What follows belongs to an exercise in optimizing a design on an open flow for small area, a short achievable clock period and few clock cycles per item; a production flow would make more cautious choices. Only simulation tests tie the RTL to the original design; equivalence was not proved. Power and IR drop assume default switching activity.

`flow/run.sh`:
```
#!/bin/bash
# Own layout flow: the standard ORFS flow (standard.sh), unchanged except
#  - port buffers use a small fast buffer cell (every port still gets one);
set -euo pipefail
export BUFFER_PORTS_ARGS="-buffer_cell sky130_fd_sc_hd__buf_2"
export SETUP_SLACK_MARGIN=7.6
bash standard.sh > standard.log 2>&1
```
`standard.sh`:
```
#!/bin/bash
# synth_recipe.tcl (not shown) runs the flow's synth.tcl, then flattens the netlist and writes it again
# the make line also repeats each setting of config.mk as NAME=value (left out here)
make -C /OpenROAD-flow-scripts/flow DESIGN_CONFIG=/design/flow/config.mk WORK_HOME=/design/flow/orfs CLKGATE_MAP_FILE= SYNTH_SCRIPT=/design/flow/synth_recipe.tcl "${@:-finish}"
```
`config.mk`:
```
export PLATFORM = sky130hd
export DESIGN_NAME = pattern_date_time_parser_top
export DESIGN_NICKNAME = pattern_date_time_parser_top
export VERILOG_FILES = /design/flow/design.v
export SDC_FILE = /design/flow/constraint.sdc
export NUM_CORES = 4
export LEC_CHECK = 0
export CAP_MARGIN = 20
export CORE_MARGIN = 2
export CORE_UTILIZATION = 40
export CTS_BUF_LIST = sky130_fd_sc_hd__clkbuf_8
export CTS_CLUSTER_SIZE = 30
export SLEW_MARGIN = 20
```
`constraint.sdc`:
```
create_clock -name core_clock -period 10.5 [get_ports {i_clk}]
set_input_delay 2.1000 -clock core_clock [delete_from_list [all_inputs] [get_ports {i_clk}]]
set_output_delay 2.1000 -clock core_clock [all_outputs]
set_load 0.01 [all_outputs]
```
`design.v`:
```
package pdtp_pkg;
    localparam int          C_MAX_CODES = 16;
    localparam logic [3:0] C_CODE_SKIP       = 4'd0;
    localparam logic [3:0] C_CODE_YY         = 4'd1;
    localparam logic [3:0] C_CODE_YYYY       = 4'd2;
    localparam logic [3:0] C_CODE_MONTH_FLEX = 4'd3;
    localparam logic [3:0] C_CODE_MONTH      = 4'd4;
    localparam logic [3:0] C_CODE_DAY_FLEX   = 4'd5;
    localparam logic [3:0] C_CODE_DAY        = 4'd6;
    localparam logic [3:0] C_CODE_HOUR       = 4'd7;
    localparam logic [3:0] C_CODE_MINUTE     = 4'd8;
    localparam logic [3:0] C_CODE_SECOND     = 4'd9;
    localparam logic [0:0] C_REG_PATTERN_CODES  = 1'b0;
    localparam logic [0:0] C_REG_PATTERN_LENGTH = 1'b1;
    function automatic logic is_field(input logic [3:0] code);
        is_field = (code != 4'd0) && (code <= 4'd9);
    endfunction
    function automatic logic is_flex(input logic [3:0] code);
        is_flex = (code == C_CODE_MONTH_FLEX) || (code == C_CODE_DAY_FLEX);
    endfunction
endpackage
module pdtp_parse (
    input  logic        i_clk,
    input  logic        i_rst_n,
    input  logic        i_valid,
    input  logic        i_last,
    input  logic        i_dig,
    input  logic [3:0]  i_d,
    input  logic [63:0] i_codes,
    input  logic [4:0]  i_len,
    input  logic        i_out_stall,
    output logic        o_step,
    output logic        o_first,
    output logic        o_valid,
    output logic [50:0] o_data
);
    localparam logic [1:0] C_M_BAD = 2'd0;
    localparam logic [1:0] C_M_FEB = 2'd1;
    localparam logic [1:0] C_M_30  = 2'd2;
    localparam logic [1:0] C_M_31  = 2'd3;
    localparam logic [2:0] C_D_BAD = 3'd0;
    localparam logic [2:0] C_D_28  = 3'd1;    
    localparam logic [2:0] C_D_29  = 3'd2;
    localparam logic [2:0] C_D_30  = 3'd3;
    localparam logic [2:0] C_D_31  = 3'd4;
    logic [4:0]  r_idx;
    logic        r_act;          
    logic        r_ge1;          
    logic [3:0]  r_c0;           
    logic [1:0]  r_n;
    logic        r_bad, r_failed;
    logic [3:0]  r_a;            
    logic        r_fresh;        
    logic        r_clr;          
    logic        r_ov;           
    logic [13:0] r_year;
    logic        r_leap, r_ynz;
    logic [6:0]  r_month, r_day, r_hour, r_minute, r_second;
    logic [1:0]  r_mc;
    logic [2:0]  r_dc;
    logic        r_hok, r_mok, r_sok;
    logic        r_matched, r_valid;
    logic        zl, ld_y, ld_mon, ld_day, ld_hour, ld_min, ld_sec, ld_res;
    logic        exempt, fstep, k_base;
    logic [6:0]  t7;
    logic [3:0]  lo;
    logic        zero7;
    logic        step;
    logic [3:0]  c1, c2, cz;
    logic        act1, act2, actz;
    logic        run;
    logic        f0, flex0, y4, yy, isyear, f1, flex1;
    logic        badn, done_fx;
    logic        s_skip, s_fl0d, s_fl0n, s_fl1d, p2, s_fxd, s_fxm, adv1;
    logic        t2, t2f, t2b;
    logic [1:0]  n_n;
    logic        bad_n, failed_n;
    logic        wr7, wry, wrleap;
    logic        we_mon, we_day, we_hour, we_min, we_sec;
    logic [3:0]  hi;
    logic [6:0]  v7;
    logic [13:0] vy;
    logic [13:0] y_mac;
    logic        vleap, vynz;
    logic [1:0]  vmc;
    logic [2:0]  vdc;
    logic        vtok_h, vtok_m;
    logic        lo_zero, lo_div4;
    logic        matched;
    logic        day_ok, valid;
    logic [13:0] n_year;
    logic        n_leap, n_ynz;
    logic [6:0]  n_month, n_day, n_hour, n_minute, n_second;
    logic [1:0]  n_mc;
    logic [2:0]  n_dc;
    logic        n_hok, n_mok, n_sok;
    logic [15:0] fld;            
    logic [16:0] nf;             
    logic [95:0] ent;            
    logic [47:0] ent1, ent2, ent3;
    logic [5:0]  w0, w1, w2;
    logic [4:0]  idx_p1, idx_p2, idx_n;
    logic        ge_p2, ge_p3;
    function automatic logic [13:0] mul10_add(input logic [9:0] y, input logic [3:0] d);
        logic [13:0] a, b, c, s, cy, p, g, pp, gg, pn, gn;
        a  = {1'b0, y, 3'b000};
        b  = {3'b000, y, 1'b0};
        c  = {10'd0, d};
        s  = a ^ b ^ c;
        cy = {((a[12:0] & b[12:0]) | (a[12:0] & c[12:0]) | (b[12:0] & c[12:0])), 1'b0};
        p  = s ^ cy;
        g  = s & cy;
        pp = p;
        gg = g;
        for (int k = 1; k < 14; k = k * 2) begin
            pn = pp;
            gn = gg;
            for (int i = k; i < 14; i++) begin
                gn[i] = gg[i] | (pp[i] & gg[i - k]);
                pn[i] = pp[i] & pp[i - k];
            end
            pp = pn;
            gg = gn;
        end
        mul10_add = p ^ {gg[12:0], 1'b0};
    endfunction
    assign exempt = r_fresh && !i_last;
    assign step   = i_valid && (exempt || !r_ov);
    assign fstep  = step && !exempt;
    always_comb begin
        for (int i = 0; i < 16; i++)
            fld[i] = (5'(i) < i_len) && pdtp_pkg::is_field(i_codes[4*i +: 4]);
        nf[16] = 1'b1;
        for (int i = 15; i >= 0; i--)
            nf[i] = nf[i + 1] && !fld[i];
        for (int i = 0; i < 16; i++)
            ent[6*i +: 6] = {5'(i) < i_len, nf[i + 1], i_codes[4*i +: 4]};
        for (int k = 0; k < 8; k++) begin
            ent1[6*k +: 6] = ent[6*(2*k+1) +: 6];
            ent2[6*k +: 6] = (k < 7) ? ent[6*(2*k+2) +: 6] : 6'b010000;
            ent3[6*k +: 6] = (k < 7) ? ent[6*(2*k+3) +: 6] : 6'b010000;
        end
    end
    always_comb begin
        w0   = ent1[6*r_idx[3:1] +: 6];
        w1   = ent2[6*r_idx[3:1] +: 6];
        w2   = ent3[6*r_idx[3:1] +: 6];
        act1 = r_idx[0] ? w1[5] : w0[5];
        act2 = r_idx[0] ? w2[5] : w1[5];
        c1   = r_idx[0] ? w1[3:0] : w0[3:0];
        c2   = r_idx[0] ? w2[3:0] : w1[3:0];
        ge_p2 = r_idx[0] ? w1[4] : w0[4];
        ge_p3 = r_idx[0] ? w2[4] : w1[4];
        cz   = i_codes[3:0];
        actz   = i_len != 5'd0;
        idx_p1 = 5'(r_idx + 5'd1);
        idx_p2 = 5'(r_idx + 5'd2);
        run    = !r_failed && r_act;
        f0     = pdtp_pkg::is_field(r_c0);
        flex0  = pdtp_pkg::is_flex(r_c0);
        y4     = (r_c0 == pdtp_pkg::C_CODE_YYYY);
        yy     = (r_c0 == pdtp_pkg::C_CODE_YY);
        isyear = yy || y4;
        f1     = pdtp_pkg::is_field(c1);
        flex1  = pdtp_pkg::is_flex(c1);
        badn   = r_bad || !i_dig;
        done_fx = y4 ? (r_n == 2'd3) : (r_n == 2'd1);
        s_skip = run && !f0;                             
        s_fl0d = run && flex0 && !r_n[0] && i_dig;       
        s_fl0n = run && flex0 && !r_n[0] && !i_dig;      
        s_fl1d = run && flex0 && r_n[0] && i_dig;        
        p2     = run && flex0 && r_n[0] && !i_dig;       
        s_fxd  = run && f0 && !flex0 && done_fx;         
        s_fxm  = run && f0 && !flex0 && !done_fx;        
        adv1   = s_skip || s_fl1d || s_fxd;
        t2     = !act1 || !f1;
        t2f    = act1 && flex1;
        t2b    = act1 && f1 && !flex1;
        wr7    = (s_fl0d && i_last) || s_fl1d || p2 || (s_fxd && !isyear);
        wry    = run && isyear && (r_n != 2'd0);
        idx_n    = adv1 ? idx_p1 : p2 ? (t2 ? idx_p2 : idx_p1) : r_idx;
        n_n      = s_fl0d ? 2'd1 : (s_fl1d || s_fxd) ? 2'd0 :
                   s_fxm ? 2'(r_n + 2'd1) : p2 ? {1'b0, t2b} : r_n;
        bad_n    = s_fxd ? 1'b0 : s_fxm ? badn : p2 ? t2b : r_bad;
        failed_n = s_fl0n || (p2 && t2f) || r_failed;
        matched = !r_failed && r_ge1 &&
                  (!r_act || !f0 || (flex0 && (r_n[0] || i_dig)) || (!flex0 && done_fx));
        t7    = 7'(7'(i_d) + 7'(r_a) * 7'd10);
        lo    = p2 ? r_a : i_d;
        hi    = (p2 || s_fl0d) ? 4'd0 : r_a;
        zero7 = badn && !(p2 || s_fl0d);
        v7    = p2 ? 7'(r_a) : s_fl0d ? 7'(i_d) : badn ? 7'd0 : t7;
        y_mac = mul10_add(r_year[9:0], i_d);
        vy   = badn ? (yy ? 14'd1900 : 14'd0) :
               (r_n == 2'd1) ? (yy ? 14'(14'd1900 + 14'(t7)) : 14'(t7)) : y_mac;
        if (badn)
            vynz = yy;
        else if (r_n == 2'd1)
            vynz = yy || (r_a != 4'd0) || (i_d != 4'd0);
        else
            vynz = r_ynz || (i_d != 4'd0);
        lo_zero = (r_a == 4'd0) && (i_d == 4'd0);
        lo_div4 = !i_d[0] && (r_a[0] == i_d[1]);
        wrleap  = wry && ((y4 && r_n == 2'd1) || done_fx);
        vleap   = (y4 && r_n == 2'd1) ? lo_div4 :
                  (!badn && (lo_zero ? (y4 && r_leap) : lo_div4));
        vmc = C_M_BAD;
        vdc = C_D_BAD;
        if (!zero7) begin
            if (hi == 4'd0) begin
                case (lo)
                    4'd1, 4'd3, 4'd5, 4'd7, 4'd8: vmc = C_M_31;
                    4'd2:                         vmc = C_M_FEB;
                    4'd4, 4'd6, 4'd9:             vmc = C_M_30;
                    default:                      vmc = C_M_BAD;
                endcase
                vdc = (lo != 4'd0) ? C_D_28 : C_D_BAD;
            end else if (hi == 4'd1) begin
                vmc = (lo == 4'd0 || lo == 4'd2) ? C_M_31 :
                      (lo == 4'd1) ? C_M_30 : C_M_BAD;
                vdc = C_D_28;
            end else if (hi == 4'd2) begin
                vdc = (lo == 4'd9) ? C_D_29 : C_D_28;
            end else if (hi == 4'd3) begin
                vdc = (lo == 4'd0) ? C_D_30 : (lo == 4'd1) ? C_D_31 : C_D_BAD;
            end
        end
        vtok_h = zero7 || (hi < 4'd2) || (hi == 4'd2 && lo < 4'd4);
        vtok_m = zero7 || (hi < 4'd6);
        we_mon  = wr7 && (r_c0 == pdtp_pkg::C_CODE_MONTH_FLEX || r_c0 == pdtp_pkg::C_CODE_MONTH);
        we_day  = wr7 && (r_c0 == pdtp_pkg::C_CODE_DAY_FLEX   || r_c0 == pdtp_pkg::C_CODE_DAY);
        we_hour = wr7 && (r_c0 == pdtp_pkg::C_CODE_HOUR);
        we_min  = wr7 && (r_c0 == pdtp_pkg::C_CODE_MINUTE);
        we_sec  = wr7 && (r_c0 == pdtp_pkg::C_CODE_SECOND);
        n_year   = wry     ? vy     : (r_clr ? 14'd0 : r_year);
        n_ynz    = wry     ? vynz   : (!r_clr && r_ynz);
        n_leap   = wrleap  ? vleap  : (!r_clr && r_leap);
        n_month  = we_mon  ? v7     : (r_clr ? 7'd0 : r_month);
        n_mc     = we_mon  ? vmc    : (r_clr ? C_M_BAD : r_mc);
        n_day    = we_day  ? v7     : (r_clr ? 7'd0 : r_day);
        n_dc     = we_day  ? vdc    : (r_clr ? C_D_BAD : r_dc);
        n_hour   = we_hour ? v7     : (r_clr ? 7'd0 : r_hour);
        n_hok    = we_hour ? vtok_h : (r_clr || r_hok);
        n_minute = we_min  ? v7     : (r_clr ? 7'd0 : r_minute);
        n_mok    = we_min  ? vtok_m : (r_clr || r_mok);
        n_second = we_sec  ? v7     : (r_clr ? 7'd0 : r_second);
        n_sok    = we_sec  ? vtok_m : (r_clr || r_sok);
        day_ok = (n_dc == C_D_28) ||
                 (n_dc == C_D_29 && (n_mc != C_M_FEB || n_leap)) ||
                 (n_dc == C_D_30 && n_mc != C_M_FEB) ||
                 (n_dc == C_D_31 && n_mc == C_M_31);
        valid  = matched && n_ynz && (n_mc != C_M_BAD) && day_ok && n_hok && n_mok && n_sok;
        if (i_last && !matched) begin
            n_year   = 14'd0;
            n_month  = 7'd0;
            n_day    = 7'd0;
            n_hour   = 7'd0;
            n_minute = 7'd0;
            n_second = 7'd0;
        end
    end
    always_ff @(posedge i_clk) begin
        if (!i_rst_n) begin
            r_idx    <= '0;
            r_n      <= '0;
            r_bad    <= 1'b0;
            r_failed <= 1'b0;
            r_fresh  <= 1'b1;
            r_clr    <= 1'b1;
            r_ov     <= 1'b0;
        end else begin
            if (step) begin
                r_idx    <= i_last ? 5'd0 : idx_n;
                r_n      <= i_last ? 2'd0 : n_n;
                r_bad    <= i_last ? 1'b0 : bad_n;
                r_failed <= i_last ? 1'b0 : failed_n;
                r_fresh  <= i_last;
            end
            if (fstep)
                r_clr    <= i_last;
            r_ov <= (step && i_last) || (r_ov && i_out_stall);
        end
    end
    always_ff @(posedge i_clk) begin
        if (step) begin
            if (i_last) begin
                r_c0  <= cz;
                r_act <= actz;
                r_ge1 <= nf[1];
            end else if (adv1 || (p2 && !t2)) begin
                r_c0  <= c1;
                r_act <= act1;
                r_ge1 <= ge_p2;
            end else if (p2) begin
                r_c0  <= c2;
                r_act <= act2;
                r_ge1 <= ge_p3;
            end
        end else if (r_idx == 5'd0) begin
            r_c0  <= cz;
            r_act <= actz;
            r_ge1 <= nf[1];
        end
    end
    always_ff @(posedge i_clk) begin
        if (step)
            r_a      <= i_d;
        if (fstep) begin
            r_ynz    <= n_ynz;
            r_leap   <= n_leap;
            r_mc     <= n_mc;
            r_dc     <= n_dc;
            r_hok    <= n_hok;
            r_mok    <= n_mok;
            r_sok    <= n_sok;
        end
    end
    always_comb begin
        zl      = i_last && !matched;
        k_base  = !fstep || (!r_clr && !zl);
        ld_y    = fstep && wry && !zl;
        ld_mon  = fstep && we_mon && !zl;
        ld_day  = fstep && we_day && !zl;
        ld_hour = fstep && we_hour && !zl;
        ld_min  = fstep && we_min && !zl;
        ld_sec  = fstep && we_sec && !zl;
        ld_res  = step && i_last;
    end
    always_ff @(posedge i_clk) begin
        r_year    <= ({14{ld_y}}    & vy) | ({14{k_base && !(fstep && wry)}}    & r_year);
        r_month   <= ({7{ld_mon}}   & v7) | ({7{k_base && !(fstep && we_mon)}}  & r_month);
        r_day     <= ({7{ld_day}}   & v7) | ({7{k_base && !(fstep && we_day)}}  & r_day);
        r_hour    <= ({7{ld_hour}}  & v7) | ({7{k_base && !(fstep && we_hour)}} & r_hour);
        r_minute  <= ({7{ld_min}}   & v7) | ({7{k_base && !(fstep && we_min)}}  & r_minute);
        r_second  <= ({7{ld_sec}}   & v7) | ({7{k_base && !(fstep && we_sec)}}  & r_second);
        r_matched <= (ld_res && matched) | (!ld_res && r_matched);
        r_valid   <= (ld_res && valid)   | (!ld_res && r_valid);
    end
    assign o_step  = step;
    assign o_first = r_fresh;
    assign o_valid = r_ov;
    assign o_data  = {r_year, r_month, r_day, r_hour, r_minute, r_second, r_matched, r_valid};
endmodule
module pattern_date_time_parser_top (
    input  logic                i_clk,
    input  logic                i_rst_n,
    input  logic                i_in_valid,
    output logic                o_in_stall,
    input  logic [8:0]          i_in_data,
    output logic                o_out_valid,
    input  logic                i_out_stall,
    output logic [50:0]         o_out_data,
    input  logic                i_cfg_wr_en,
    input  logic [0:0]          i_cfg_index,
    input  logic [63:0]         i_cfg_wdata
);
    logic [63:0] r_codes;
    logic [4:0]  r_len;          
    logic        r_cz;           
    logic [4:0]  len;            
    logic        r_hv;           
    logic [5:0]  r_head;
    logic        r_stall;
    logic        hv_n, last_n, first_n, ov_n, first, ov;
    logic [5:0]  in_item;
    logic        in_dig;
    logic        step;
    logic        head_load;
    always_ff @(posedge i_clk) begin
        if (!i_rst_n) begin
            r_len <= '0;
            r_cz  <= 1'b1;
        end else if (i_cfg_wr_en) begin
            if (i_cfg_index == pdtp_pkg::C_REG_PATTERN_CODES)
                r_cz <= 1'b0;
            else
                r_len <= i_cfg_wdata[4] ? 5'd16 : {1'b0, i_cfg_wdata[3:0]};
        end
    end
    always_ff @(posedge i_clk) begin
        if (i_cfg_wr_en && i_cfg_index == pdtp_pkg::C_REG_PATTERN_CODES)
            r_codes <= i_cfg_wdata;
    end
    assign len = r_cz ? 5'd0 : r_len;
    assign in_dig  = (i_in_data[8:5] == 4'd3) && (i_in_data[4:1] <= 4'd9);
    assign in_item = {i_in_data[0], in_dig, i_in_data[4:1]};
    assign head_load  = !r_hv || step;
    assign o_in_stall = r_stall;
    always_comb begin
        hv_n    = head_load ? i_in_valid : r_hv;
        last_n  = head_load ? i_in_data[0] : r_head[5];
        first_n = step ? r_head[5] : first;
        ov_n    = (step && r_head[5]) || (ov && i_out_stall);
    end
    always_ff @(posedge i_clk) begin
        if (!i_rst_n) begin
            r_hv    <= 1'b0;
            r_stall <= 1'b0;
        end else begin
            r_hv    <= hv_n;
            r_stall <= hv_n && ov_n && !(first_n && !last_n);
        end
    end
    always_ff @(posedge i_clk) begin
        if (head_load)
            r_head <= in_item;
    end
    pdtp_parse u_parse (
        .i_clk       (i_clk),
        .i_rst_n     (i_rst_n),
        .i_valid     (r_hv),
        .i_last      (r_head[5]),
        .i_dig       (r_head[4]),
        .i_d         (r_head[3:0]),
        .i_codes     (r_codes),
        .i_len       (len),
        .i_out_stall (i_out_stall),
        .o_step      (step),
        .o_first     (first),
        .o_valid     (ov),
        .o_data      (o_out_data)
    );
    assign o_out_valid = ov;
endmodule
```
==> impl_metrics.sql, run 1 <==
INSERT INTO impl_metrics (metric_group, metric, value, unit) VALUES
('power', 'netSwitchingFraction', '30.2', '%'),
('critical_path', 'path_cells', 'buf_2', ''),
('die', 'fp.dieArea', '0.0246', 'mm^2'),
('timing', 'hold_violations', '0', ''),
('timing', 'setup_viol', '0', ''),
('global_routing', 'gr-usage-met3', '3.61', '%'),
('critical_path', 'timing.critical_path.slowest_cell_delay', '0.39', 'ns'),
('logic_synthesis', 'yosysWarnings', '2', ''),
('power', 'share_seq_of_total_power', '51.4', '%'),
('place', 'finalWeightedCongestion', '0.907', ''),
('die', 'die-height', '157', 'um'),
('logic_synthesis', 'post_synth_inst_count', '914', ''),
('critical_path', 'cp_slowest_cell', 'edfxtp_1', ''),
('detailed_routing', 'detail-route-antenna-nets', '0', ''),
('global_routing', 'antenna_found_initial', '0', ''),
('critical_path', 'worstPathMaxFanout', '1', ''),
('cts', 'cts.htree.levels', '4', ''),
('timing', 'post-route-min-period', '3.12', 'ns'),
('power', 'power_internal', '976', 'uW'),
('critical_path', 'critical_path.n_buffers_inverters', '1', ''),
('cts', 'cts-buffers-inserted', '17', ''),
('logic_synthesis', 'post-synth-top-area-cell', 'edfxtp_1', ''),
('logic_synthesis', 'synth_seq_cells', '161', ''),
('timing', 'setup_repair_after_global_routing_missed_its_margin', 'yes', ''),
('global_routing', 'grt-ovfl-total', '0', ''),
('final_layout', 'stdcell_count', '1435', ''),
('logic_synthesis', 'async_sr_flop_fraction', '0', '%'),
('critical_path', 'critical_path_required', '8.40', 'ns'),
('logic_synthesis', 'number_of_enable_flip_flop_cells_after_synthesis', '92', ''),
('flow_run', 'max_cap_viol_count', '0', ''),
('die', 'floorplan.die.width', '157', 'um'),
('logic_synthesis', 'syn_avg_cell_area', '10.2', 'um^2'),
('power', 'power.clock.fraction', '34.2', '%'),
('critical_path', 'crit_cells', '1', ''),
('timing', 'slew_violations', '0', ''),
('critical_path', 'cp_top_family', 'flip-flops', ''),
('critical_path', 'setup.worst_path.end_class', 'output pin', ''),
('timing', 'fin_crit_sh', '29.7', '%'),
('power', 'power.static_leakage', '4.64', 'nW'),
('logic_synthesis', 'post_synth_top_cells', '92 x edfxtp_1, 69 x dfxtp_1, 58 x nor2_1', ''),
('power', 'power_density', '117', 'mW/mm^2'),
('logic_synthesis', 'netlist-cell-type-count', '84', ''),
('logic_synthesis', 'synthFlopType', 'edfxtp_1', ''),
('die', 'placement_rows', '55', ''),
('die', 'boundaryPins', '132', ''),
('final_layout', 'diodes', '0', ''),
('logic_synthesis', 'yosysSeqAreaShare', '44.3', '%'),
('detailed_routing', 'viasPerCell', '5.79', ''),
('timing', 'whs', '0.482', 'ns'),
('timing', 'worst_slew_pin_tran', '0.805', 'ns'),
('detailed_routing', 'dr.pass1.iters', '6', ''),
('power', 'peakVddDrop', '0.0968', 'mV'),
('status', 'outcome', 'timing/DRC/antenna clean', ''),
('cts', 'total_of_hold_buffers_inserted_after_clock_tree_synthesis', '0', ''),
('logic_synthesis', 'post-synth-top-count-cell', 'edfxtp_1', ''),
('cts', 'clkLatencyLatePin', '0.48', 'ns'),
('critical_path', 'critical_path.startpoint_type', 'flip-flop', ''),
('detailed_routing', 'wl_per_cell', '19.1', 'um'),
('detailed_routing', 'drcViolationCount', '0', ''),
('timing', 'clock.fmax', '321', 'MHz'),
('power', 'combinationalPowerShare', '14.4', '%'),
('worst_hold_path', 'holdPathStages', '2', ''),
('place', 'detailedPlacementHpwl', '18.5', 'mm'),
('logic_synthesis', 'syn_nets', '1029', ''),
('global_routing', 'grt_first_pass_wirelength', '42.3', 'mm'),
('global_routing', 'grtUsageTotal', '21.9', '%'),
('place', 'port_buffers', '131', ''),
('cts', 'clock_sinks', '161', ''),
('cts', 'path_clk_slew', '0.10', 'ns'),
('logic_synthesis', 'mappedNetlistArea', '0.00935', 'mm^2'),
('final_layout', 'seq_area', '0.00424', 'mm^2');
==> layout make-up <==
cell class                      instances  area share [%]
Multi-Input combinational cell        668            42.2
Sequential cell                       161            35.5
Timing Repair Buffer                  228            14.6
Tap cell                              313            3.28
Clock buffer                           17            1.96
Clock inverter                         15            1.32
Inverter                               33            1.09
==> cell usage in the layout (no fill, tap or decap), types with 9 or more instances in the layout <==
| cell | instances |
|---|---|
| nor2b_1 | 20 |
| nor2_1 | 55 |
| nand2b_1 | 11 |
| inv_1 | 28 |
| dfxtp_2 | 50 |
| nand4_1 | 13 |
| or4_1 | 13 |
| a21o_1 | 11 |
| clkbuf_8 | 17 |
| dfxtp_4 | 9 |
| mux4_2 | 10 |
| buf_6 | 53 |
| a22oi_1 | 9 |
| mux2_2 | 9 |
| a21oi_1 | 45 |
| o21ai_0 | 47 |
| buf_2 | 82 |
| nor4_1 | 13 |
| xnor2_1 | 9 |
| mux2i_1 | 24 |
| o21a_1 | 9 |
| a22o_1 | 43 |
| nand2_1 | 57 |
| ha_1 | 29 |
| nor3_1 | 17 |
| nand3_1 | 22 |
| a31oi_1 | 12 |
| edfxtp_1 | 92 |
| o211ai_1 | 14 |
| dfxtp_1 | 10 |
| buf_4 | 90 |
==> path summary, 6_finish.rpt <==
path / start / end / slack [ns]
hold reg to reg: u_parse.r_n[1]$_SDFFE_PN0P_ / u_parse.r_n[1]$_SDFFE_PN0P_ / 0.48
setup reg to reg: u_parse.r_year[2]$_DFF_P_ / u_parse.r_year[13]$_DFF_P_ / 7.62
hold / removal: u_parse.r_n[1]$_SDFFE_PN0P_ / u_parse.r_n[1]$_SDFFE_PN0P_ / 0.48
setup / recovery: flip-flop / o_out_data[0] / 7.38
==> registers in the layout (all words and copies together), names as in the netlist, 2 cells and up, named ones only <==
signal / cells
u_parse.r_year: 14
r_head: 6
u_parse.r_day: 7
r_codes: 64
u_parse.r_mc: 2
u_parse.r_n: 2
u_parse.r_second: 7
u_parse.r_idx: 5
u_parse.r_hour: 7
u_parse.r_c0: 4
u_parse.r_minute: 7
u_parse.r_a: 4
r_len: 5
u_parse.r_dc: 3
u_parse.r_month: 7
==> layer usage <==
metal | vias to the layer above | wire (um)
li1 | 3952 | -
met1 | 3941 | 11100
met2 | 347 | 13800
met3 | 69 | 1460
met4 | 0 | 968
met5 | - | 0
==> per-stage QoR <==
| step | setup slack, ns | cell area (um^2) |
|---|---|---|
| finish | 7.38 | 11900 |
| global route | 7.34 | 11900 |
| CTS | 7.36 | 11500 |
| detailed placement | 6.89 | 10200 |
| global placement | 6.98 | 10200 |
| floorplan | 6.99 | 9360 |
==> cells by family (layout without fill, tap and decap cells) <==
| family | Yosys count | count (layout) | share of synthesized area, % |
|---|---|---|---|
| adder cells (fa/ha/maj) | 36 | 36 | 5.14 |
| XOR/XNOR | 18 | 18 | 1.69 |
| AO/OA/AOI/OAI | 289 | 289 | 21.8 |
| buffers and inverters | 85 | 293 | 4.07 |
| flip-flops | 161 | 161 | 44.3 |
| multiplexers | 50 | 50 | 7.09 |
| AND/OR/NAND/NOR | 275 | 275 | 15.9 |
==> repair_timing <==
action / 4_1_cts / 5_1_grt
gates cloned: 0 / 1
pin swaps: 7 / 19
setup endpoints to repair: 123 / 185
hold endpoints to repair: 0 / 0
gates resized for setup: 132 / 46
buffers inserted: 59 / 31
==> power by group through the flow <==
| stage | registers [mW] | logic (mW) | clock network (mW) |
|---|---|---|---|
| after floorplan | 0.724 | 0.129 | 0 |
| after global placement | 0.747 | 0.161 | 0 |
| after detailed placement | 0.748 | 0.162 | 0 |
| after CTS | 0.724 | 0.176 | 0.488 |
| after global routing | 0.723 | 0.219 | 0.510 |
| final | 0.719 | 0.201 | 0.477 |
Testbench counts, summed over its fixed seeds: cycles 233,181, chars 233,009.
==> run 2: changes to the inputs <==
--- a/flow/run.sh
+++ b/flow/run.sh
@@ -5,3 +5,3 @@
 export BUFFER_PORTS_ARGS="-buffer_cell sky130_fd_sc_hd__buf_2"
-export SETUP_SLACK_MARGIN=7.6
+export SETUP_SLACK_MARGIN=7.2
 bash standard.sh > standard.log 2>&1
==> impl_metrics.sql, run 2 <==
INSERT INTO impl_metrics (metric_group, metric, value, unit) VALUES
('status', 'outcome', 'timing/DRC/antenna clean', ''),
('logic_synthesis', 'number_of_enable_flip_flop_cells_after_synthesis', '92', ''),
('logic_synthesis', 'yosysWarnings', '2', ''),
('timing', 'setup_ws', '7.29', 'ns'),
('logic_synthesis', 'syn_avg_cell_area', '10.2', 'um^2'),
('final_layout', 'layout.cells.most_common_list', '132 x buf_2, 92 x edfxtp_1, 68 x dfxtp_1, 58 x nor2_1, 57 x nand2_1', ''),
('timing', 'clock.fmax', '312', 'MHz'),
('cts', 'clock_sinks', '161', ''),
('final_layout', 'register_with_the_most_flip_flops', 'r_codes', ''),
('timing', 'slew_violations', '0', ''),
('logic_synthesis', 'synth_top_cells_by_area', 'edfxtp_1 30%, dfxtp_1 15%, ha_1 4.3%', ''),
('critical_path', 'r2r_setup_slack', '7.37', 'ns'),
('logic_synthesis', 'post-synth-top-area-cell', 'edfxtp_1', ''),
('final_layout', 'largest_registers', 'r_codes x64, u_parse.r_year x14', ''),
('final_layout', 'design_area', '0.0107', 'mm^2'),
('critical_path', 'cp_top_family', 'flip-flops', ''),
('critical_path', 'worst_reg2reg_path_depth', '8', ''),
('global_routing', 'grt_first_pass_wirelength', '40.2', 'mm'),
('final_layout', 'fraction_of_layout_instances_using_a_drive_strength_above_1', '21.2', '%'),
('die', 'floorplan.die.width', '157', 'um'),
('power', 'power_density', '129', 'mW/mm^2'),
('cts', 'root_buffer', 'clkbuf_8', ''),
('global_routing', 'grtUsageTotal', '20.8', '%'),
('global_routing', 'antenna_found_initial', '0', ''),
('cts', 'cts-buffers-inserted', '17', ''),
('die', 'die-height', '157', 'um'),
('logic_synthesis', 'post_synth_top_cells', '92 x edfxtp_1, 69 x dfxtp_1, 58 x nor2_1', ''),
('cts', 'clkLatencyLatePin', '0.48', 'ns'),
('die', 'floorplan.core_area', '0.0228', 'mm^2'),
('logic_synthesis', 'post_synth_inst_count', '914', ''),
('global_routing', 'grt-ovfl-total', '0', ''),
('timing', 'worst_clock_skew', '0.0173', 'ns'),
('cts', 'total_of_hold_buffers_inserted_after_clock_tree_synthesis', '0', ''),
('detailed_routing', 'dr.pass1.iters', '5', ''),
('critical_path', 'r2r_start', 'u_parse.r_c0[0]$_DFFE_PP_', ''),
('worst_hold_path', 'hold_path.class', 'reg -> reg', ''),
('detailed_routing', 'wl_per_cell', '18.7', 'um'),
('detailed_routing', 'viasPerCell', '5.75', ''),
('final_layout', 'multiInputGateArea', '0.00485', 'mm^2'),
('final_layout', 'layout.cells.most_common', 'buf_2', ''),
('place', 'port_buffers', '131', ''),
('critical_path', 'worstPathMaxFanout', '4', ''),
('critical_path', 'crit_arrival', '1.11', 'ns'),
('power', 'share_seq_of_total_power', '53.0', '%'),
('timing', 'setup_repair_after_global_routing_missed_its_margin', 'no', ''),
('critical_path', 'setup.worst_path.end_class', 'output pin', ''),
('critical_path', 'cp_slowest_cell', 'dfxtp_1', ''),
('detailed_routing', 'detail-route-antenna-nets', '0', ''),
('logic_synthesis', 'yosysSeqAreaShare', '44.3', '%'),
('timing', 'post-route-min-period', '3.21', 'ns'),
('power', 'switchingPower', '411', 'uW'),
('final_layout', 'seq_area', '0.00415', 'mm^2'),
('logic_synthesis', 'netlist-cell-type-count', '84', ''),
('cts', 'cts.htree.levels', '4', ''),
('power', 'combinationalPowerShare', '12.5', '%'),
('flow_run', 'max_cap_viol_count', '0', ''),
('detailed_routing', 'met2_wirelength', '12.7', 'mm'),
('timing', 'totalNegativeSetupSlack', '0', 'ns'),
('timing', 'fin_crit_sh', '30.5', '%'),
('place', 'placed_cells_incl_taps', '1311', ''),
('critical_path', 'critical_path_required', '8.40', 'ns'),
('cts', 'path_clk_slew', '0.11', 'ns'),
('final_layout', 'n_fill_cell', '2206', ''),
('final_layout', 'area_delta_synth_final', '14.5', '%'),
('logic_synthesis', 'syn_nets', '1029', ''),
('worst_hold_path', 'holdPathStages', '1', ''),
('logic_synthesis', 'yosys.area.top_type_share', '29.5', '%'),
('final_layout', 'nNetsFinal', '1143', ''),
('power', 'power.clock.fraction', '34.5', '%'),
('cts', 'ctsLongestPathBuffers', '2', ''),
('critical_path', 'timing_worst_setup_path_type', 'reg -> out', ''),
('worst_hold_path', 'hold_path_startpoint', 'u_parse.r_year[13]$_DFF_P_', ''),
('critical_path', 'critical_path.n_buffers_inverters', '1', ''),
('detailed_routing', 'postRouteWirelength', '25.4', 'mm'),
('detailed_routing', 'top_layer_used', 'met4', ''),
('critical_path', 'path_cells', 'buf_2', ''),
('worst_hold_path', 'hold_path_end', 'u_parse.r_year[13]$_DFF_P_', ''),
('place', 'dpl_cell_area', '0.0102', 'mm^2'),
('cts', 'tritoncts', 'yes', ''),
('detailed_routing', 'drcViolationCount', '0', ''),
('place', 'finalWeightedCongestion', '0.907', ''),
('die', 'placement_rows', '55', ''),
('logic_synthesis', 'mappedNetlistArea', '0.00935', 'mm^2'),
('final_layout', 'largest_register_ff_count', '64', ''),
('timing', 'setup_viol', '0', ''),
('final_layout', 'diodes', '0', ''),
('final_layout', 'stdcell_count', '1354', ''),
('logic_synthesis', 'synth_seq_cells', '161', ''),
('logic_synthesis', 'post-synth-top-count-cell', 'edfxtp_1', ''),
('timing', 'hold_violations', '0', ''),
('logic_synthesis', 'synthFlopType', 'edfxtp_1', ''),
('detailed_routing', 'routed-via-count', '7789', ''),
('detailed_routing', 'drt_iter0_markers', '599', ''),
('critical_path', 'timing.critical_path.slowest_cell_delay', '0.45', 'ns'),
('timing', 'slew_headroom', '39.4', '%'),
('detailed_routing', 'route.met3.wl', '1.17', 'mm'),
('global_routing', 'maximum_number_of_pins_on_one_net_before_global_route_repair', '66', ''),
('power', 'peakVddDrop', '0.0966', 'mV'),
('detailed_routing', 'wl_met1', '10.8', 'mm'),
('place', 'minimum_setup_slack_after_placement', '6.89', 'ns'),
('power', 'power_internal', '968', 'uW'),
('power', 'power.static_leakage', '4.15', 'nW'),
('critical_path', 'critical_path.startpoint_type', 'flip-flop', ''),
('die', 'floorplan.initialDensity', '41.0', '%'),
('die', 'boundaryPins', '132', ''),
('die', 'fp.dieArea', '0.0246', 'mm^2'),
('place', 'detailedPlacementHpwl', '18.5', 'mm'),
('logic_synthesis', 'async_sr_flop_fraction', '0', '%'),
('timing', 'worst_slew_pin_tran', '0.903', 'ns'),
('power', 'netSwitchingFraction', '29.8', '%'),
('global_routing', 'first_global_vias', '7580', '');
==> run 2: worst max path at each step <==
| stage | from | to | slack, ns | cells past startpoint |
|---|---|---|---|---|
| after floorplan | i_cfg_wr_en | r_codes[0]$_DFFE_PP_ | 6.99 | 1 |
| after global placement | u_parse.r_idx[1]$_SDFFE_PN0P_ | u_parse.r_c0[2]$_DFFE_PP_ | 6.98 | 7 |
| after detailed placement | u_parse.r_idx[1]$_SDFFE_PN0P_ | u_parse.r_c0[2]$_DFFE_PP_ | 6.89 | 7 |
| after CTS | r_head[3]$_DFFE_PN_ | u_parse.r_year[12]$_DFF_P_ | 7.25 | 11 |
| after global routing | r_head[5]$_DFFE_PN_ | u_parse.r_hour[3]$_DFF_P_ | 7.21 | 9 |
| final | u_parse.r_year[2]$_DFF_P_ | o_out_data[39] | 7.29 | 1 |
==> run 2: routing by layer <==
metal  vias up  global-route usage (%)
met1      3687                    25.2
met5         -                       0
met3        47                    3.58
met2       260                    36.9
li1       3795                       -
met4         0                    8.17
==> run 2: stage by stage <==
stage          power (mW)  util [%]  hold slack (ns)
2_1_floorplan       0.852         -            0.439
3_3_place_gp        0.908      44.7            0.448
3_5_place_dp        0.909      44.7            0.461
4_1_cts              1.38      46.5            0.484
5_1_grt              1.44      47.0            0.501
6_report             1.38      47.0            0.476
==> run 2: cell families after synthesis <==
family | count (synthesis) | share of synthesized area (%)
compound gates | 289 | 21.8
simple gates | 275 | 15.9
flops | 161 | 44.3
buf+inv | 85 | 4.07
mux | 50 | 7.09
fa+ha+maj | 36 | 5.14
xor+xnor | 18 | 1.69
==> run 2: worst reg2reg max path, stage by stage (launching register included) <==
cell and delay [ns]:
edfxtp_1 0.65, nor2b_1 0.37, nand4_1 0.52, a32o_1 0.40
o21ai_0 0.33, mux2_2 0.28, o31ai_1 0.08, o21ai_0 0.15
a31oi_1 0.09
==> run 2: final cells by class <==
type	count	area share (%)
Sequential cell	161	38.7
Clock inverter	15	1.47
Clock buffer	17	2.18
Timing Repair Buffer	147	7.44
Multi-Input combinational cell	668	45.3
Inverter	33	1.26
Tap cell	313	3.66
==> run 2: timing repair <==
item | in CTS | in global routing
gates cloned | 0 | 0
setup endpoints to repair | 16 | 56
resized for setup | 3 | 7
pin swaps | 0 | 0
buffers inserted | 0 | 10
==> run 2: power by group through the flow <==
stage / combinational (mW) / clock, mW / sequential, mW
after CTS: 0.162 / 0.489 / 0.733
final: 0.172 / 0.475 / 0.731
after global placement: 0.161 / 0 / 0.747
after global routing: 0.190 / 0.513 / 0.735
after detailed placement: 0.162 / 0 / 0.748
after floorplan: 0.129 / 0 / 0.724
==> run 3: changes to the inputs <==
--- a/flow/run.sh
+++ b/flow/run.sh
@@ -5,3 +5,3 @@
 export BUFFER_PORTS_ARGS="-buffer_cell sky130_fd_sc_hd__buf_2"
-export SETUP_SLACK_MARGIN=7.2
+export SETUP_SLACK_MARGIN=7.3
 bash standard.sh > standard.log 2>&1
--- a/config.mk
+++ b/config.mk
@@ -7,2 +7,3 @@
 export LEC_CHECK = 0
+export ABC_AREA = 1
 export CAP_MARGIN = 20
==> impl_metrics.sql, run 3 <==
INSERT INTO impl_metrics (metric_group, metric, value, unit) VALUES
('timing', 'hold_violations', '0', ''),
('cts', 'tritoncts', 'yes', ''),
('global_routing', 'first_global_vias', '7841', ''),
('logic_synthesis', 'post_synth_and_or_nand_nor_area_fraction', '22.5', '%'),
('logic_synthesis', 'netlist-cell-type-count', '58', ''),
('detailed_routing', 'top_layer_used', 'met4', ''),
('power', 'peakVddDrop', '0.0765', 'mV'),
('worst_hold_path', 'holdPathStages', '2', ''),
('critical_path', 'crit_cells', '1', ''),
('final_layout', 'diodes', '0', ''),
('timing', 'totalNegativeSetupSlack', '0', 'ns'),
('final_layout', 'largest_register_ff_count', '64', ''),
('place', 'placed_cells_incl_taps', '1517', ''),
('critical_path', 'regToRegEndpoint', 'u_parse.r_c0[1]$_DFFE_PP_', ''),
('place', 'detailedPlacementHpwl', '18.5', 'mm'),
('logic_synthesis', 'yosysWarnings', '2', ''),
('logic_synthesis', 'post-synth-top-area-cell', 'edfxtp_1', ''),
('die', 'floorplan.core_area', '0.0225', 'mm^2'),
('place', 'finalWeightedCongestion', '0.988', ''),
('cts', 'clock_sinks', '161', ''),
('final_layout', 'largest_registers', 'r_codes x64, u_parse.r_year x14', ''),
('detailed_routing', 'wl_met1', '9.87', 'mm'),
('cts', 'cts.htree.levels', '4', ''),
('critical_path', 'timing.critical_path.slowest_cell_delay', '0.41', 'ns'),
('global_routing', 'grtUsageTotal', '20.7', '%'),
('detailed_routing', 'viasPerCell', '5.31', ''),
('final_layout', 'register_with_the_most_flip_flops', 'r_codes', ''),
('logic_synthesis', 'post_synth_top_cells', '227 x nand2_1, 149 x inv_1, 103 x nor2_1', ''),
('critical_path', 'timing_worst_setup_path_type', 'reg -> out', ''),
('die', 'fp.dieArea', '0.0240', 'mm^2'),
('final_layout', 'stdcell_count', '1555', ''),
('cts', 'path_clk_slew', '0.10', 'ns'),
('power', 'power_density', '131', 'mW/mm^2'),
('logic_synthesis', 'synth_mux_area_share', '0', '%'),
('logic_synthesis', 'syn_nets', '1240', ''),
('timing', 'setup_ws', '7.37', 'ns'),
('detailed_routing', 'met2_wirelength', '12.2', 'mm'),
('logic_synthesis', 'syn_avg_cell_area', '8.12', 'um^2'),
('logic_synthesis', 'synth_top_family_by_area', 'simple AND/OR/NAND/NOR gates', ''),
('logic_synthesis', 'mappedNetlistArea', '0.00913', 'mm^2'),
('logic_synthesis', 'post-synth-top-count-cell', 'nand2_1', ''),
('cts', 'cts-buffers-inserted', '17', ''),
('critical_path', 'r2r_start', 'u_parse.r_idx[0]$_SDFFE_PN0P_', ''),
('detailed_routing', 'wl_per_cell', '15.6', 'um'),
('logic_synthesis', 'number_of_enable_flip_flop_cells_after_synthesis', '92', ''),
('cts', 'clkLatencyLatePin', '0.47', 'ns'),
('final_layout', 'layout.cells.most_common', 'nand2_1', ''),
('detailed_routing', 'drcViolationCount', '0', ''),
('logic_synthesis', 'fraction_of_the_mapped_netlist_area_in_compound_gates', '17.1', '%'),
('global_routing', 'grt-ovfl-total', '0', ''),
('final_layout', 'fraction_of_layout_instances_using_a_drive_strength_above_1', '18.0', '%'),
('critical_path', 'worstPathMaxFanout', '4', ''),
('detailed_routing', 'route.met3.wl', '1.29', 'mm'),
('critical_path', 'cp_slowest_cell', 'dfxtp_1', ''),
('global_routing', 'antenna_found_initial', '0', ''),
('die', 'floorplan.initialDensity', '40.6', '%'),
('critical_path', 'cp_top_family', 'flip-flops', ''),
('logic_synthesis', 'synth_seq_cells', '161', ''),
('timing', 'setup_repair_after_global_routing_missed_its_margin', 'no', ''),
('timing', 'post-route-min-period', '3.13', 'ns'),
('critical_path', 'critical_path.n_buffers_inverters', '1', ''),
('worst_hold_path', 'hold_path_end', 'u_parse.r_year[13]$_DFF_P_', ''),
('timing', 'worst_slew_pin_tran', '0.845', 'ns'),
('logic_synthesis', 'post_synth_inst_count', '1125', ''),
('logic_synthesis', 'synthFlopType', 'edfxtp_1', ''),
('cts', 'ctsLongestPathBuffers', '2', ''),
('critical_path', 'critical_path_required', '8.40', 'ns'),
('timing', 'worst_clock_skew', '0.0186', 'ns'),
('timing', 'setup_viol', '0', ''),
('logic_synthesis', 'synthXorXnorAreaFrac', '1.53', '%'),
('critical_path', 'critical_path.startpoint_type', 'flip-flop', ''),
('global_routing', 'maximum_number_of_pins_on_one_net_before_global_route_repair', '66', ''),
('logic_synthesis', 'async_sr_flop_fraction', '0', '%'),
('timing', 'fin_crit_sh', '29.8', '%'),
('logic_synthesis', 'yosysSeqAreaShare', '45.4', '%'),
('timing', 'slew_violations', '0', ''),
('final_layout', 'area_delta_synth_final', '15.5', '%'),
('critical_path', 'worst_reg2reg_path_depth', '11', ''),
('die', 'boundaryPins', '132', ''),
('worst_hold_path', 'hold_path_startpoint', 'u_parse.r_year[13]$_DFF_P_', ''),
('detailed_routing', 'postRouteWirelength', '24.3', 'mm'),
('place', 'port_buffers', '131', ''),
('place', 'minimum_setup_slack_after_placement', '7.08', 'ns'),
('power', 'power.static_leakage', '4.58', 'nW'),
('worst_hold_path', 'hold_path.class', 'reg -> reg', ''),
('logic_synthesis', 'area_share_of_fa_ha_maj_cells_after_synthesis', '5.26', '%'),
('die', 'floorplan.die.width', '155', 'um'),
('timing', 'slew_headroom', '43.1', '%'),
('logic_synthesis', 'yosys.area.top_type_share', '30.3', '%'),
('die', 'die-height', '155', 'um'),
('detailed_routing', 'routed-via-count', '8258', ''),
('timing', 'clock.fmax', '320', 'MHz'),
('flow_run', 'max_cap_viol_count', '0', ''),
('final_layout', 'nNetsFinal', '1372', ''),
('critical_path', 'path_cells', 'buf_2', ''),
('detailed_routing', 'detail-route-antenna-nets', '0', ''),
('detailed_routing', 'drt_iter0_markers', '626', ''),
('critical_path', 'crit_arrival', '1.03', 'ns'),
('die', 'placement_rows', '55', ''),
('logic_synthesis', 'synth_top_cells_by_area', 'edfxtp_1 30%, dfxtp_1 15%, nand2_1 9.3%', ''),
('critical_path', 'setup.worst_path.end_class', 'output pin', ''),
('critical_path', 'r2r_setup_slack', '7.55', 'ns'),
('global_routing', 'grt_first_pass_wirelength', '39.7', 'mm'),
('detailed_routing', 'dr.pass1.iters', '5', ''),
('cts', 'root_buffer', 'clkbuf_8', ''),
('status', 'outcome', 'timing/DRC/antenna clean', ''),
('final_layout', 'layout.cells.most_common_list', '227 x nand2_1, 146 x inv_1, 131 x buf_2, 100 x nor2_1, 92 x edfxtp_1', '');
## run 3: metrics by stage
stage | cell area [um^2] | utilization (%) | power [mW] | hold WS, ns
2_1_floorplan | 9150 | - | 0.861 | 0.444
3_3_place_gp | 10000 | 44.7 | 0.926 | 0.435
3_5_place_dp | 10000 | 44.7 | 0.926 | 0.436
4_1_cts | 10500 | 46.5 | 1.39 | 0.457
5_1_grt | 10500 | 46.9 | 1.45 | 0.486
6_report | 10500 | 46.9 | 1.38 | 0.450
## run 3: worst max path at each step
stage | start | end | slack, ns
floorplan | i_cfg_wr_en | r_codes[0]$_DFFE_PP_ | 7.01
global placement | i_cfg_wr_en | r_codes[25]$_DFFE_PP_ | 7.08
detailed placement | i_cfg_wr_en | r_codes[25]$_DFFE_PP_ | 7.08
CTS | u_parse.r_year[3]$_DFF_P_ | o_out_data[40] | 7.32
global route | u_parse.r_year[4]$_DFF_P_ | o_out_data[41] | 7.30
finish | u_parse.r_year[4]$_DFF_P_ | o_out_data[41] | 7.37
## run 3: area by class of cell
cell class | instances | area [um^2]
inverters | 162 | 641
repair buffers | 140 | 733
flip-flops and latches | 161 | 4150
well taps | 285 | 357
fillers | 2240 | 12000
multi-input cells | 775 | 4260
clock buffers | 17 | 234
clock inverters | 15 | 164
## run 3: metal layers
metal	GRT usage, %	up-vias
met5	0	-
met4	10.4	0
met3	3.48	59
met2	36.3	286
met1	24.6	3776
li1	-	4137
## run 3: power breakdown
part           internal [mW]  switching (mW)  total (mW)
registers              0.699          0.0241       0.723
clock network          0.207           0.256       0.463
logic                 0.0648           0.129       0.194
total                  0.970           0.410        1.38
## run 3: timing repair
| item | 4_1_cts | 5_1_grt |
|---|---|---|
| setup endpoints to repair | 7 | 42 |
| resized for setup | 6 | 15 |
| hold buffers | 0 | 0 |
| buffers inserted | 0 | 6 |
| pin swaps | 0 | 0 |
## run 3: logic make-up after synthesis
logic type	Yosys count
AOI/OAI and AO/OA	260
buffers and inverters	189
DFF	161
adders and majority gates	36
and+or+nand+nor	463
xor gates and xnor gates	16

-- what the ideal ports hide --
The flow's constraints put no driver on any port. The routed layouts listed below were extracted and timed again, unchanged, in two steps.
Step 1 sets driving cells, clkbuf_16 on the clock port and buf_2 on the other inputs (assumed; they add their load-dependent delay and slew).
Step 2, shift: input delay + t, output delay - t, t = (earliest + latest rising clock arrival at the registers) / 2. This alone moves slack from input paths to output paths.
Slacks: no drivers / after step 1 / after step 2; pairs: no drivers / after step 1.
run	shift t [ns]	slack for setup (ns)	hold WS [ns]	worst register clock-pin slew, ns	pins driven straight from the clock port
run 1	0.517	7.384 / 7.341 / 7.298	0.482 / 0.482 / 0.482	0.11 / 0.11	1
run 2	0.516	7.294 / 7.250 / 7.142	0.476 / 0.476 / 0.476	0.11 / 0.11	1
run 3	0.499	7.371 / 7.334 / 7.094	0.450 / 0.450 / 0.450	0.10 / 0.10	1
After both steps every run listed still meets setup and hold. The setup slack of run 3, which loses most, moves by -0.037 ns with the drivers and by -0.277 ns with both steps.
